This is an optimization exercise on Yosys and OpenROAD, whose aim is small area, a short achievable clock period and few clock cycles, not a production implementation. Where RTL was checked, it was by simulation tests only, not by an equivalence proof against the original. Power and IR drop assume default switching activity.

maple:
Design nmea_gga_position_parser, start of the top module:
module nmea_gga_position_parser (
  input  logic        clk_i,
  input  logic        rst_ni,
  input  logic        in_valid_i,
  output logic        in_stall_o,
  input  logic [7:0]  rx_byte_i,
  output logic        out_valid_o,
  input  logic        out_stall_i,
  output logic [29:0] lat_e7_o,
  output logic [30:0] lon_e7_o,
  output logic        lat_ok_o,
  output logic        lon_ok_o,
  input  logic        cfg_valid_i,
  output logic        cfg_ready_o,
  input  logic [7:0]  cfg_field_separator_i
);
==> flow/config.mk <==
export PLATFORM = sky130hd
export DESIGN_NAME = nmea_gga_position_parser
export DESIGN_NICKNAME = nmea_gga_position_parser
export VERILOG_FILES = /design/flow/design.v
export SDC_FILE = /design/flow/constraint.sdc
export NUM_CORES = 4
export LEC_CHECK = 0
export ABC_AREA = 1
export CAP_MARGIN = 20
export CORE_MARGIN = 2
export CORE_UTILIZATION = 62
export SETUP_SLACK_MARGIN = 5
export SLEW_MARGIN = 20
==> flow/constraint.sdc <==
create_clock -name core_clock -period 7.5 [get_ports {clk_i}]
set_input_delay 1.5000 -clock core_clock [delete_from_list [all_inputs] [get_ports {clk_i}]]
set_output_delay 1.5000 -clock core_clock [all_outputs]
set_load 0.01 [all_outputs]
standard.sh (not shown) runs the stock make flow with config.mk's settings and CLKGATE_MAP_FILE= SYNTH_SCRIPT=/design/flow/synth_recipe.tcl, a recipe that flattens the netlist after the stock synthesis.
==> flow/flow/run.sh <==
#!/bin/bash
# Standard layout, but the port buffers are buf_2 cells instead of the
# default pick, which is a slow delay buffer.
set -euo pipefail
export BUFFER_PORTS_ARGS="-buffer_cell sky130_fd_sc_hd__buf_2"
bash standard.sh > standard.log 2>&1
The flow did not stop early for maple: all stages ran, and the layout cleared the timing, design-rule and antenna checks.
Testbench counts of maple, summed over its fixed seeds: cycles 28,425.
### maple -> raven
Settings: removing ABC_AREA (formerly 1); changing SETUP_SLACK_MARGIN from 5 to 4.5; changing CORE_UTILIZATION from 62 to 55.
- Relative to maple, the clock-buffer cell count of raven is lower by 2.
- Lower data arrival time of the critical path among raven and maple: maple
- Between raven and maple, it is raven whose share of final layout cell area taken by non-clock buffers is lower, by 0.59 points.
- Changes observed in raven relative to maple: total track usage moved down, basic-gate share of the synthesized area counting and, or, nand and nor cells dropped 13 points, time the final worst path needs with I/O delays and setup +0.43 ns, portion of the clock cycle consumed by the worst path in the final layout grew by 5.8 points.
Changes in pepper relative to raven:
Settings: ABC_AREA newly set to 1; SETUP_SLACK_MARGIN changed from 4.5 to 5.0.
Results
Comparing the two runs side by side, pepper comes out behind raven on final area.
Static power due to leakage up about 15% in pepper wrt raven
The sequential share of layout area of pepper falls short of that of raven by 0.74 points.
Going from raven to pepper, maximum cell stage delay along the critical path went down by 0.03 ns; die area went up by 3.9%.
For the total power, pepper came in about 2% higher than raven did.
Comparing pepper and raven, the higher part of the total power dissipated in combinational logic was measured on pepper.
Compared to raven, the router laid down more metal wire for pepper.
> inputs changed (pepper -> onyx)
Settings: CORE_UTILIZATION: 55 -> 68; SETUP_SLACK_MARGIN: 5.0 -> 4.5.
--- outcome ---
On sequential share of cell area: between onyx and pepper, it ends up higher for onyx.
~same number of synthesized flops with an enable pin in onyx and pepper
Area added between synthesis and finish for onyx: 4.0 points down relative to pepper
In the reports for onyx and pepper, the larger final layout net count belongs to pepper.
Sum of internal, switching and leakage power (onyx over pepper): increase, 0.000029 W
pepper has a lower clock-buffer cell count than onyx.

========
nmea_gga_position_parser again, from the RTL that the note above started with.
export LEC_CHECK = 0
export ABC_AREA = 1
export CAP_MARGIN = 0
export CORE_MARGIN = 2
export CORE_UTILIZATION = 55
export SETUP_SLACK_MARGIN = 5
export SLEW_MARGIN = 0
create_clock -name core_clock -period 7.5 [get_ports {clk_i}]
Scripts as last shown in full above: flow/flow/run.sh
Testbench counts at the start, summed over its fixed seeds: cycles 28,425.
Change:
Settings changed: CAP_MARGIN 0 to 20, CORE_UTILIZATION 55 to 50, SLEW_MARGIN 0 to 20.
Effect: Area after synthesis does not change. Global-route usage fell by 1.7 points. Register-to-register slack improves by 40 ps. Worst hold slack barely changes. Via count fell by 1.7%.

========
nmea_gga_position_parser again, from the RTL that the note above started with.
Design nmea_gga_position_parser, start of the top module:
module nmea_gga_position_parser (
  input  logic        clk_i,
  input  logic        rst_ni,
  input  logic        in_valid_i,
  output logic        in_stall_o,
  input  logic [7:0]  rx_byte_i,
  output logic        out_valid_o,
  input  logic        out_stall_i,
  output logic [29:0] lat_e7_o,
  output logic [30:0] lon_e7_o,
  output logic        lat_ok_o,
  output logic        lon_ok_o,
  input  logic        cfg_valid_i,
  output logic        cfg_ready_o,
  input  logic [7:0]  cfg_field_separator_i
);
  logic [7:0]  sep_q;
  logic        stall_q, stall_d;
  logic        vld_q;
  logic [7:0]  byte_q;
  logic [2:0]  pos_q, pos_d;      
  logic        hdr_q, hdr_d;
  logic        body_q, col2_q;     
  logic [2:0]  fld_q, fld_d;      
  logic        pt_q, pt_d;
  logic        dig_q, dig_d;
  logic        bad_q, bad_d;
  logic [3:0]  t_q, t_d;
  logic [3:0]  u_q, u_d;
  logic [2:0]  n_q, n_d;          
  ...
export LEC_CHECK = 0
export ABC_AREA = 1
export CAP_MARGIN = 20
export CORE_MARGIN = 2
export CORE_UTILIZATION = 55
export SETUP_SLACK_MARGIN = 4.0
export SLEW_MARGIN = 20
create_clock -name core_clock -period 7.5 [get_ports {clk_i}]
Scripts as last shown in full above: flow/flow/run.sh
The starting point ran to the end with no violations.
Testbench counts at the start, summed over its fixed seeds: cycles 28,425.
Change:
- ABC_AREA: 1 -> not set
- CTS_CLUSTER_DIAMETER: not set -> 80
- CTS_CLUSTER_SIZE: not set -> 40
- SETUP_SLACK_MARGIN: 4.0 -> 4.5
Effect:
- The changed run finished with timing, DRC and antenna clean
- wire length decreases by 2.2%
- via count decreases by 10%
- fmax increases by 2.4%
- clock skew hardly moves
- setup slack is better by 69 ps
- sequential cell count is unchanged
- total power decreases by 0.90%
Change:
- CTS_CLUSTER_DIAMETER: 80 -> not set
- CTS_CLUSTER_SIZE: 40 -> not set
- SETUP_SLACK_MARGIN: 4.5 -> 5.0
What happened: The changed run finished clean; sequential share of layout area went down by 2.7 points; worst setup slack gets better by 87 ps; power went up by 1.4%; combinational power went up by 19%; cell count went up by 5.2%; sequential cell count does not change; die area does not change; via count went up by 7.8%; clock skew went down by 3.3 ps; maximum frequency went up by 3.1%.
Change:
- ABC_AREA: not set -> 1
- GPL_TIMING_DRIVEN: not set -> 1
- SETUP_SLACK_MARGIN: 5.0 -> 5
After rerunning: Power grows by 0.67%; hold slack degrades by 16 ps; routed wire length shrinks by 5.6%; count of clock-buffer cells in the layout shrinks by 2; worst setup slack improves by 350 ps.
Change:
- CTS_BUF_LIST: not set -> sky130_fd_sc_hd__clkbuf_8
- GPL_TIMING_DRIVEN: 1 -> not set
- SETUP_SLACK_MARGIN: 5 -> 4.5
Effect:
- global-route usage falls by 0.38 points
- setup slack gets worse by 300 ps
- hold slack improved by 3.6 ps
- first-iteration DRC count fell by about a fifth
- routed wire length is lower by a few percent

========
== rev 12 ==
Starting RTL as in the previous note.
// nmea_gga_position_parser
module nmea_gga_position_parser (
  input  logic        clk_i,
  input  logic        rst_ni,
  input  logic        in_valid_i,
  output logic        in_stall_o,
  input  logic [7:0]  rx_byte_i,
  output logic        out_valid_o,
  input  logic        out_stall_i,
  output logic [29:0] lat_e7_o,
  output logic [30:0] lon_e7_o,
  output logic        lat_ok_o,
  output logic        lon_ok_o,
  input  logic        cfg_valid_i,
  output logic        cfg_ready_o,
  input  logic [7:0]  cfg_field_separator_i
);
==> flow/config.mk <==
export PLATFORM = sky130hd
export DESIGN_NAME = nmea_gga_position_parser
export DESIGN_NICKNAME = nmea_gga_position_parser
export VERILOG_FILES = /design/flow/design.v
export SDC_FILE = /design/flow/constraint.sdc
export NUM_CORES = 4
export LEC_CHECK = 0
export ABC_AREA = 1
export CAP_MARGIN = 20
export CORE_MARGIN = 2
export CORE_UTILIZATION = 55
export CTS_BUF_LIST = sky130_fd_sc_hd__clkbuf_8
export SETUP_SLACK_MARGIN = 5
export SLEW_MARGIN = 20
==> flow/constraint.sdc <==
create_clock -name core_clock -period 7.5 [get_ports {clk_i}]
set_input_delay 1.5000 -clock core_clock [delete_from_list [all_inputs] [get_ports {clk_i}]]
set_output_delay 1.5000 -clock core_clock [all_outputs]
set_load 0.01 [all_outputs]
Scripts as last shown in full above: flow/flow/run.sh
Testbench counts of rev 12, summed over its fixed seeds: cycles 28,425.
What rev 13 does differently from rev 12 at the input level:
Settings: CTS_BUF_LIST removed (was sky130_fd_sc_hd__clkbuf_8); SETUP_SLACK_MARGIN changed from 5 to 4.5.
==> comparison <==
Compared with rev 12, rev 13 shows a higher power consumed by sequential cells.
Summary of rev 13 over rev 12: clock edge transition at the registers on the reported setup and hold paths decreased 20 ps; share of total power in combinational logic fell 2.8 points; number of multi-input combinational cells in the layout neither gained nor lost much; number of global-route vias before repair -1.7%.
[compare] base=rev 12 new=rev 13: number of fill cells +4.2%; routed wire length saw a decrease; switching share of total power went down 2.7 points; post-route cell area shows a reduction of 310 um^2.
Taking rev 13 as 1.0, rev 12 lands at 1.3 on non-clock buffer count.
Note that the maximum vdd drop recorded for rev 12 amounts to 0.822 times the value seen in rev 13.

========
the previous run:
Another version of the RTL of nmea_gga_position_parser (not shown whole).
Size: roughly 1300 cells after synthesis, ~130 flip-flops, roughly 8600 µm² of cells after synthesis.
clock: 7.5 ns
lec_check: 0
abc_area: 1
cap_margin: 20
core_margin: 2
core_utilization: 55
setup_slack_margin: 4.5
slew_margin: 20
Scripts as last shown in full above: flow/flow/run.sh
The previous run went all the way through synthesis, placement and routing and the layout is clean on timing, DRC and antenna.
> inputs changed (the previous run -> the current run)
# the previous run
export LEC_CHECK = 0
export ABC_AREA = 1
export CAP_MARGIN = 20
export CORE_MARGIN = 2
export CORE_UTILIZATION = 55
export SETUP_SLACK_MARGIN = 4.5
export SLEW_MARGIN = 20
create_clock -name core_clock -period 7.5 [get_ports {clk_i}]
# the current run
export LEC_CHECK = 0
export ABC_AREA = 1
export CAP_MARGIN = 20
export CORE_MARGIN = 2
export CORE_UTILIZATION = 55
export SETUP_SLACK_MARGIN = 5
export SLEW_MARGIN = 20
create_clock -name core_clock -period 7.5 [get_ports {clk_i}]
--- outcome ---
The current run went all the way through synthesis, placement and routing and the layout is clean on timing, DRC and antenna. Comparing the current run and the previous run, the higher global-route met3 utilization was measured on the current run. A critical setup path kind of reg2reg is what the previous run shows, while reg2out belongs to the current run. The previous run → the current run: count of vias placed by the detailed router moved up, growth of design area from synthesis to finish climbed 6.7 points. Against the previous run, cell count in the current run rose by a few percent. Relative to the previous run, part of the total power dissipated in sequential elements has decreased by 0.4 points in the current run. The global-route usage of the current run is higher than that of the previous run. On worst hold slack, the current run and the previous run are basically level. According to the power report, total power for the current run is higher than for the previous run.
Function was not checked in any run of this note: the RTL went through the layout flow alone.

==> what the ideal ports hide <==
In the flow no input, the clock included, has a driving cell. The finished layouts below were timed again as built, in two steps. Step 1, drivers: a clkbuf_16 drives clk_i and a buf_2 each remaining input, both assumed. Step 2 moves the port delays by t, midway between the first and last clock arrival at a register: inputs arrive t later, outputs are due t later. That takes back most of the time a late clock gives input paths. a / b / c = ideal ports / drivers / drivers and shift; a / b = the first two.
run | t (ns) | slack for setup (ns) | hold slack, ns | latest minus earliest clock arrival (ns) | cell pins on the clock port's net
maple | 0.469 | 5.012 / 4.970 / 4.777 | 0.464 / 0.464 / 0.464 | 0.010 / 0.011 | 1
raven | 0.466 | 4.580 / 4.580 / 4.580 | 0.468 / 0.468 / 0.468 | 0.010 / 0.010 | 1
pepper | 0.464 | 5.017 / 4.976 / 4.742 | 0.458 / 0.458 / 0.458 | 0.010 / 0.010 | 1
onyx | 0.470 | 4.768 / 4.744 / 4.684 | 0.458 / 0.458 / 0.458 | 0.012 / 0.011 | 1
the first run of note 2 | 0.464 | 5.017 / 4.976 / 4.742 | 0.458 / 0.458 / 0.458 | 0.010 / 0.010 | 1
the second run of note 2 | 0.470 | 5.007 / 4.962 / 4.760 | 0.458 / 0.458 / 0.458 | 0.011 / 0.012 | 1
the first run of note 3 | 0.467 | 4.511 / 4.511 / 4.511 | 0.459 / 0.459 / 0.459 | 0.012 / 0.012 | 1
the second run of note 3 | 0.466 | 4.580 / 4.580 / 4.580 | 0.468 / 0.468 / 0.468 | 0.010 / 0.010 | 1
the third run of note 3 | 0.470 | 4.668 / 4.668 / 4.668 | 0.473 / 0.473 / 0.473 | 0.007 / 0.007 | 1
the fourth run of note 3 | 0.464 | 5.017 / 4.976 / 4.742 | 0.458 / 0.458 / 0.458 | 0.010 / 0.010 | 1
the fifth run of note 3 | 0.494 | 4.719 / 4.710 / 4.701 | 0.461 / 0.461 / 0.461 | 0.012 / 0.011 | 1
rev 12 | 0.486 | 4.978 / 4.938 / 4.695 | 0.457 / 0.457 / 0.457 | 0.011 / 0.012 | 1
rev 13 | 0.464 | 4.770 / 4.755 / 4.745 | 0.461 / 0.461 / 0.461 | 0.013 / 0.013 | 1
the previous run | 0.467 | 4.691 / 4.691 / 4.620 | 0.458 / 0.458 / 0.458 | 0.009 / 0.008 | 1
the current run | 0.474 | 5.025 / 4.978 / 4.704 | 0.458 / 0.458 / 0.458 | 0.009 / 0.009 | 1
After both steps every run listed still meets setup and hold. The setup slack of the current run, which loses most, moves by -0.047 ns with the drivers and by -0.321 ns with both steps.
